Background: an optimization exercise with open tools, aiming at small area and a short achievable clock period. Do not read the settings as production practice.
At most, simulation tests tie the RTL to the original design; equivalence was not proved.

==> inputs of trial 92 <==
Design mode_switch_pipe, start of the top module:
module mode_switch_pipe #(
    parameter int WIDTH    = 12,
    parameter int LANES    = 4,
    parameter int Q        = 3329,
    parameter int MULT_LAT = 3
) (
    input  logic                   clk,
    input  logic                   rst_n,
    input  logic                   in_valid,
    output logic                   in_ready,
    input  logic [LANES*WIDTH-1:0] in_data,
    input  logic [LANES*WIDTH-1:0] in_tw,
    input  logic                   bf_valid,
    input  logic [LANES*WIDTH-1:0] bf_data,
    input  logic [LANES*WIDTH-1:0] bf_tw,
    output logic                   fwd_valid,
    output logic [LANES*WIDTH-1:0] fwd_data,
    output logic                   ret_valid,
    output logic [LANES*WIDTH-1:0] ret_data,
    input  logic                   mode_req,
    input  logic                   mode_in,
    output logic                   mode,
    output logic                   mode_ack
);
    localparam int DW = LANES * WIDTH;
    logic [2:0] fwd_vld;
    logic [2:0] ret_vld;
    logic       mode_r;
    logic       mode_c;     
    logic       mode_2;     
    logic       pending;
    logic       pending_mode;
  ...
==> module msp_red, before the edit <==
module msp_red (input logic [23:0] p, output logic [11:0] r);
    logic rc_1;
    logic rc_2;
    logic rc_3;
    logic rc_4;
    logic rc_5;
    logic rc_6;
    logic rc_7;
    logic rc_8;
    logic rc_9;
    logic rc_10;
    logic rc_11;
    logic rc_12;
    logic rc_13;
    logic rc_14;
    logic rc_15;
    logic rc_16;
    logic rc_17;
    logic rc_18;
    logic rc_19;
    logic rc_20;
    logic rc_21;
    logic rc_22;
    logic rc_23;
    logic rc_24;
    logic rc_25;
    logic rc_26;
    logic rc_27;
    logic rc_28;
    logic rc_29;
    logic rc_30;
    logic rc_31;
    logic rc_32;
    logic rc_33;
    logic rc_34;
    logic rc_35;
    logic rc_36;
    logic rc_37;
    logic rc_38;
    logic rc_39;
    logic rc_40;
    logic rc_41;
    logic rc_42;
    logic rc_43;
    logic rc_44;
    logic rc_45;
    logic rc_46;
    logic rc_47;
    logic rc_48;
    logic rc_49;
    logic rc_50;
    logic rc_51;
    logic rc_52;
    logic rc_53;
    logic rc_54;
    logic rc_55;
    logic rc_56;
    logic rc_57;
    logic rc_58;
    logic rc_59;
    logic rc_60;
    logic rc_61;
    logic rc_62;
    logic rc_63;
    logic rc_64;
    logic rc_65;
    logic rc_66;
    logic rc_67;
    logic rc_68;
    logic rc_69;
    logic rc_70;
    logic rc_71;
    logic rc_72;
    logic rc_73;
    logic rc_74;
    assign {rc_2, rc_1} = {p[0]} + {~p[12]} + {~p[14]};
    assign {rc_4, rc_3} = {p[1]} + {~p[13]} + {~p[15]};
    assign {rc_6, rc_5} = {p[2]} + {~p[14]} + {~p[16]};
    assign {rc_8, rc_7} = {p[20]} + {p[22]};
    assign {rc_10, rc_9} = {p[3]} + {~p[15]} + {~p[17]};
    assign {rc_12, rc_11} = {p[21]} + {p[23]};
    assign {rc_14, rc_13} = {p[4]} + {~p[16]} + {~p[18]};
    assign {rc_16, rc_15} = {p[5]} + {~p[17]};
    assign {rc_18, rc_17} = {p[8]} + {~p[12]};
    assign {rc_20, rc_19} = {p[9]} + {~p[13]} + {~p[15]};
    assign {rc_22, rc_21} = {p[10]} + {p[12]} + {~p[16]};
    assign {rc_24, rc_23} = {p[11]} + {p[13]};
    assign {rc_26, rc_25} = {rc_1} + {p[18]};
    assign {rc_28, rc_27} = {rc_2} + {rc_3} + {p[19]};
    assign {rc_30, rc_29} = {rc_4} + {rc_5} + {rc_7};
    assign {rc_32, rc_31} = {rc_6} + {rc_8} + {rc_9};
    assign {rc_34, rc_33} = {rc_10} + {rc_12} + {rc_13};
    assign {rc_36, rc_35} = {rc_14} + {rc_15} + {~p[19]};
    assign {rc_38, rc_37} = {rc_16} + {p[6]} + {~p[18]};
    assign {rc_40, rc_39} = {p[7]} + {~p[19]};
    assign {rc_42, rc_41} = {rc_17} + {~p[14]} + {p[18]};
    assign {rc_44, rc_43} = {rc_18} + {rc_19} + {p[19]};
    assign {rc_46, rc_45} = {rc_20} + {rc_21} + {~p[18]};
    assign {rc_48, rc_47} = {rc_22} + {rc_23} + {~p[17]};
    assign {rc_50, rc_49} = {rc_25} + {p[20]};
    assign {rc_52, rc_51} = {rc_26} + {rc_27} + {p[21]};
    assign {rc_54, rc_53} = {rc_28} + {rc_29} + {1'b1};
    assign {rc_56, rc_55} = {rc_30} + {rc_31} + {rc_11};
    assign {rc_58, rc_57} = {rc_32} + {rc_33} + {p[22]};
    assign {rc_60, rc_59} = {rc_34} + {rc_35} + {p[23]};
    assign {rc_62, rc_61} = {rc_36} + {rc_37} + {~p[20]};
    assign {rc_64, rc_63} = {rc_38} + {rc_39} + {~p[21]};
    assign {rc_66, rc_65} = {rc_40} + {rc_41} + {~p[22]};
    assign {rc_68, rc_67} = {rc_42} + {rc_43} + {~p[23]};
    assign {rc_70, rc_69} = {rc_44} + {rc_45} + {1'b1};
    assign {rc_72, rc_71} = {rc_46} + {rc_47} + {~p[19]};
    assign {rc_74, rc_73} = {rc_48} + {rc_24};
    logic [13:0] ra, rb;
    logic [3:0]  t;
    logic [12:0] c0, r0;
    logic [13:0] c1, r1;
    assign ra = {rc_74, rc_72, rc_70, rc_68, rc_66, rc_64, rc_62, rc_60, rc_58, rc_56, rc_54, rc_52, rc_50, rc_49};
    assign rb = {1'b0, rc_73, rc_71, rc_69, rc_67, rc_65, rc_63, rc_61, rc_59, rc_57, rc_55, rc_53, rc_51, 1'b1};
    assign t  = ra[13:10] + rb[13:10];
    always_comb begin
        case (t)
            4'd0: begin c0 = 13'd0; c1 = 14'd13055; end
            4'd1: begin c0 = 13'd0; c1 = 14'd13055; end
            4'd2: begin c0 = 13'd0; c1 = 14'd13055; end
            4'd3: begin c0 = 13'd0; c1 = 14'd13055; end
            4'd4: begin c0 = 13'd0; c1 = 14'd13055; end
            4'd5: begin c0 = 13'd4863; c1 = 14'd9726; end
            4'd6: begin c0 = 13'd4863; c1 = 14'd9726; end
            4'd7: begin c0 = 13'd4863; c1 = 14'd9726; end
            4'd8: begin c0 = 13'd1534; c1 = 14'd6397; end
            4'd9: begin c0 = 13'd1534; c1 = 14'd6397; end
            4'd10: begin c0 = 13'd1534; c1 = 14'd6397; end
            4'd11: begin c0 = 13'd1534; c1 = 14'd6397; end
            4'd12: begin c0 = 13'd6397; c1 = 14'd3068; end
            4'd13: begin c0 = 13'd6397; c1 = 14'd3068; end
            4'd14: begin c0 = 13'd6397; c1 = 14'd3068; end
            4'd15: begin c0 = 13'd6397; c1 = 14'd3068; end
            default: begin c0 = 13'd0; c1 = 14'd0; end
        endcase
    end
    assign r0 = ra[12:0] + rb[12:0] + c0;
    assign r1 = ra + rb + c1;
    assign r  = r1[13] ? r0[11:0] : r1[11:0];
endmodule
clock: 25.0 ns
lec_check: 0
cap_margin: 20
core_margin: 2
core_utilization: 65
cts_cluster_diameter: 150
cts_cluster_size: 20
slew_margin: 20
standard.sh (not shown) runs the stock make flow with config.mk's settings and CLKGATE_MAP_FILE= SYNTH_SCRIPT=/design/flow/synth_recipe.tcl, a recipe that flattens the netlist after the stock synthesis.
==> flow/flow/run.sh <==
#!/bin/bash
# Standard ORFS layout (the standard.sh, standard synthesis) with small port buffers, and
# setup repair aimed well below the 25 ns clock so the resizer works on the real critical paths.
set -euo pipefail
export BUFFER_PORTS_ARGS="-buffer_cell sky130_fd_sc_hd__buf_1"
export SETUP_SLACK_MARGIN=18.95
export CTS_ARGS="-sink_clustering_enable -repair_clock_nets -sink_clustering_size 20 -sink_clustering_max_diameter 150 -dont_use_dummy_load"
bash standard.sh > flow_standard.log 2>&1
==> inputs of trial 4, as changes to trial 92 <==
--- a/flow/design.v
+++ b/flow/design.v
@@ -830,3 +830,3 @@
     assign r0 = ra[12:0] + rb[12:0] + c0;
-    assign r1 = ra + rb + c1;
+    assign r1 = {1'b0, r0} - 14'd3329;
     assign r  = r1[13] ? r0[11:0] : r1[11:0];
--- a/flow/flow/run.sh
+++ b/flow/flow/run.sh
@@ -5,3 +5,3 @@
 export BUFFER_PORTS_ARGS="-buffer_cell sky130_fd_sc_hd__buf_1"
-export SETUP_SLACK_MARGIN=18.95
+export SETUP_SLACK_MARGIN=18.8
 export CTS_ARGS="-sink_clustering_enable -repair_clock_nets -sink_clustering_size 20 -sink_clustering_max_diameter 150 -dont_use_dummy_load"
==> notes <==
Trial 92 went through all stages and came out clean. Trial 4 completed with no timing, DRC or antenna violations.
Against trial 4, the first-iteration DRC count of trial 92 is lower by 10%.
In trial 92 the non-clock buffer count is lower than in trial 4, by 33.
Between trial 92 and trial 4, the lower utilization is in trial 92 (gap 1.8 points).
Of trial 4 and trial 92, trial 4 has the higher critical path depth (gap 22).
Flip-flop and latch count is the same in trial 92 and trial 4.
Only the layout flow was run in trial 4; the RTL was not checked for function there.

[separate check: timing with driven ports]
No port has a modelled driver above. Below, the same layouts with a new extraction and two added sets of constraints.
Step 1 sets driving cells, clkbuf_16 on the clock port and buf_2 on the other inputs (assumed; they add their load-dependent delay and slew).
Step 2 times the ports against the registers' clock, not the clock port: input delays grow and output delays shrink by t, the midpoint of the rising clock arrivals with the driver on.
Three values: ideal ports, drivers, drivers and shift; two values: the first two.
| run | shift t [ns] | setup WS [ns] | worst hold slack (ns) | worst setup path after step 2 | pins driven straight from the clock port |
|---|---|---|---|---|---|
| trial 92 | 0.629 | 18.757 / 18.692 / 19.003 | 0.330 / 0.330 / 0.330 | register to register | 1 |
| trial 4 | 0.621 | 18.663 / 18.663 / 18.663 | 0.323 / 0.323 / 0.323 | register to register | 1 |
After both steps setup and hold are still met in every run listed.
